Source: an optimization exercise on an open RTL-to-GDS flow (aim: small area and a short achievable clock period). Production flows keep margins and buffers that such runs may drop.
Only simulation tests tie the RTL to the original design; equivalence was not proved.
Power is estimated from default activity; no workload was simulated. The flow treats the clock pin as an ideal source, which a real chip does not have.

// xbar_top
module xbar_top (
	input  wire logic                                                 clk,
	input  wire logic                                                 rst,
	input  wire logic [xbar_pkg::PORT_COUNT*xbar_pkg::BEAT_WIDTH-1:0] ingress,
	output wire logic [xbar_pkg::PORT_COUNT*xbar_pkg::BEAT_WIDTH-1:0] egress
);
Settings: LEC_CHECK=0, CAP_MARGIN=20, CORE_MARGIN=2, CORE_UTILIZATION=55, SETUP_SLACK_MARGIN=2.3, SLEW_MARGIN=20, TNS_END_PERCENT=5; clock period 4.2 ns.
standard.sh (not shown) runs the stock make flow with config.mk's settings and CLKGATE_MAP_FILE= SYNTH_SCRIPT=/design/flow/synth_recipe.tcl, a recipe that flattens the netlist after the stock synthesis.
==> flow/flow/run.sh <==
#!/bin/bash
# Standard ORFS layout (the standard.sh, standard synthesis unchanged), with
# three changes: ports get the smallest buffer (timing repair upsizes the ones
# that need it), clock tree synthesis adds no dummy loads, and its sink clusters
# are larger, so the tree has fewer leaf buffers.
set -euo pipefail
bash standard.sh \
	BUFFER_PORTS_ARGS="-buffer_cell sky130_fd_sc_hd__buf_1" \
	CTS_ARGS="-sink_clustering_enable -repair_clock_nets -dont_use_dummy_load -sink_clustering_size 25 -sink_clustering_max_diameter 70" \
	finish > standard.log 2>&1
Rerun with:
==> flow/flow/run.sh (replaced) <==
#!/bin/bash
# Standard ORFS layout (the standard.sh, standard synthesis unchanged), with
# two changes: ports get the smallest buffer (timing repair upsizes the ones that
# need it), and clock tree synthesis adds no dummy loads.
set -euo pipefail
bash standard.sh \
	BUFFER_PORTS_ARGS="-buffer_cell sky130_fd_sc_hd__buf_1" \
	CTS_ARGS="-sink_clustering_enable -repair_clock_nets -dont_use_dummy_load" \
	finish > standard.log 2>&1
--- a/flow/config.mk
+++ b/flow/config.mk
@@ -9,3 +9,3 @@
 export CORE_MARGIN = 2
-export CORE_UTILIZATION = 55
+export CORE_UTILIZATION = 40
 export SETUP_SLACK_MARGIN = 2.3
What happened: Final area is higher by a few percent. Core utilization went down by 15 points. Routed wire length grows by a few percent. Non-clock buffer count decreases by 54. Via count increases slightly. Count of clock-buffer cells in the layout went up by 79. First-iteration DRC count rises slightly. Critical path depth is higher by 4. Register-to-register slack degrades by 100 ps.
Rerun with:
--- a/flow/config.mk
+++ b/flow/config.mk
@@ -9,3 +9,3 @@
 export CORE_MARGIN = 2
-export CORE_UTILIZATION = 40
+export CORE_UTILIZATION = 55
 export SETUP_SLACK_MARGIN = 2.3
Outcome:
- final cell count goes down by a little under a tenth
- non-clock buffer count climbs by 52
- synthesized area is unchanged
Rerun with:
==> flow/flow/run.sh (replaced) <==
#!/bin/bash
# Standard ORFS layout (the standard.sh, standard synthesis unchanged), with
# three changes: ports get the smallest buffer (timing repair upsizes the ones
# that need it), clock tree synthesis adds no dummy loads, and its sink clusters
# are larger, so the tree has fewer leaf buffers.
set -euo pipefail
bash standard.sh \
	BUFFER_PORTS_ARGS="-buffer_cell sky130_fd_sc_hd__buf_1" \
	CTS_ARGS="-sink_clustering_enable -repair_clock_nets -dont_use_dummy_load -sink_clustering_size 30 -sink_clustering_max_diameter 100" \
	finish > standard.log 2>&1
Result:
- synthesized cell count stays the same
- cell count went down by 1.8%
- clock-buffer cell count goes down by 96
Rerun with:
--- a/flow/flow/run.sh
+++ b/flow/flow/run.sh
@@ -8,3 +8,3 @@
 	BUFFER_PORTS_ARGS="-buffer_cell sky130_fd_sc_hd__buf_1" \
-	CTS_ARGS="-sink_clustering_enable -repair_clock_nets -dont_use_dummy_load -sink_clustering_size 30 -sink_clustering_max_diameter 100" \
+	CTS_ARGS="-sink_clustering_enable -repair_clock_nets -dont_use_dummy_load -sink_clustering_size 25 -sink_clustering_max_diameter 70" \
 	finish > standard.log 2>&1
--- a/flow/config.mk
+++ b/flow/config.mk
@@ -10,3 +10,3 @@
 export CORE_UTILIZATION = 55
-export SETUP_SLACK_MARGIN = 2.3
+export SETUP_SLACK_MARGIN = 2.6
 export SLEW_MARGIN = 20
Utilization goes up by 1.5 points.
Routed wire length goes up by 1.8%.
Setup slack improved by 70 ps.
Clock power goes up by 19%.
Die area stays the same.
Sequential share of layout area goes down by 1.6 points.
Flip-flop and latch count stays the same.
Worst hold slack improved by 33 ps.
Rerun with:
--- a/flow/config.mk
+++ b/flow/config.mk
@@ -10,3 +10,4 @@
 export CORE_UTILIZATION = 55
-export SETUP_SLACK_MARGIN = 2.6
+export PLACE_DENSITY = 0.75
+export SETUP_SLACK_MARGIN = 2.3
 export SLEW_MARGIN = 20
Global-route usage shrinks by 1.7 points.
Clock-buffer cell count shrinks by 2.
Area after synthesis stays the same.
Die area stays the same.
Power shrinks by about 0.5%.

-- separate check: timing with driven ports --
No port has a modelled driver above. Below, the same layouts with a new extraction and two added sets of constraints.
Step 1 assumes that a clkbuf_16 drives the clock port and a buf_2 every other input.
Step 2 adds t to the input delays and takes it off the output delays; t is the mean of the earliest and latest rising clock arrival at the registers after step 1. Input paths then give back, and output paths get back, about the clock's delay inside the block.
a / b / c = no drivers / after step 1 / after step 2; a / b = the first two.
run | shift t [ns] | slack for setup (ns) | slew at the worst register clock pin (ns) | worst slew at a driven data input, ns | pins driven straight from the clock port
the first run | 0.742 | 2.087 / 2.009 / 1.508 | 0.10 / 0.10 | 0.17 | 1
the second run | 0.843 | 2.010 / 1.950 / 1.555 | 0.07 / 0.07 | 0.18 | 1
the third run | 0.822 | 2.072 / 1.992 / 1.590 | 0.06 / 0.06 | 0.17 | 1
the fourth run | 0.786 | 2.081 / 2.004 / 1.441 | 0.12 / 0.12 | 0.17 | 1
the fifth run | 0.738 | 2.151 / 2.078 / 1.585 | 0.10 / 0.10 | 0.18 | 1
the sixth run | 0.722 | 2.051 / 1.976 / 1.560 | 0.10 / 0.10 | 0.17 | 1
After both steps setup and hold are still met in every run listed. The setup slack of the fourth run, which loses most, moves by -0.077 ns with the drivers and by -0.640 ns with both steps.
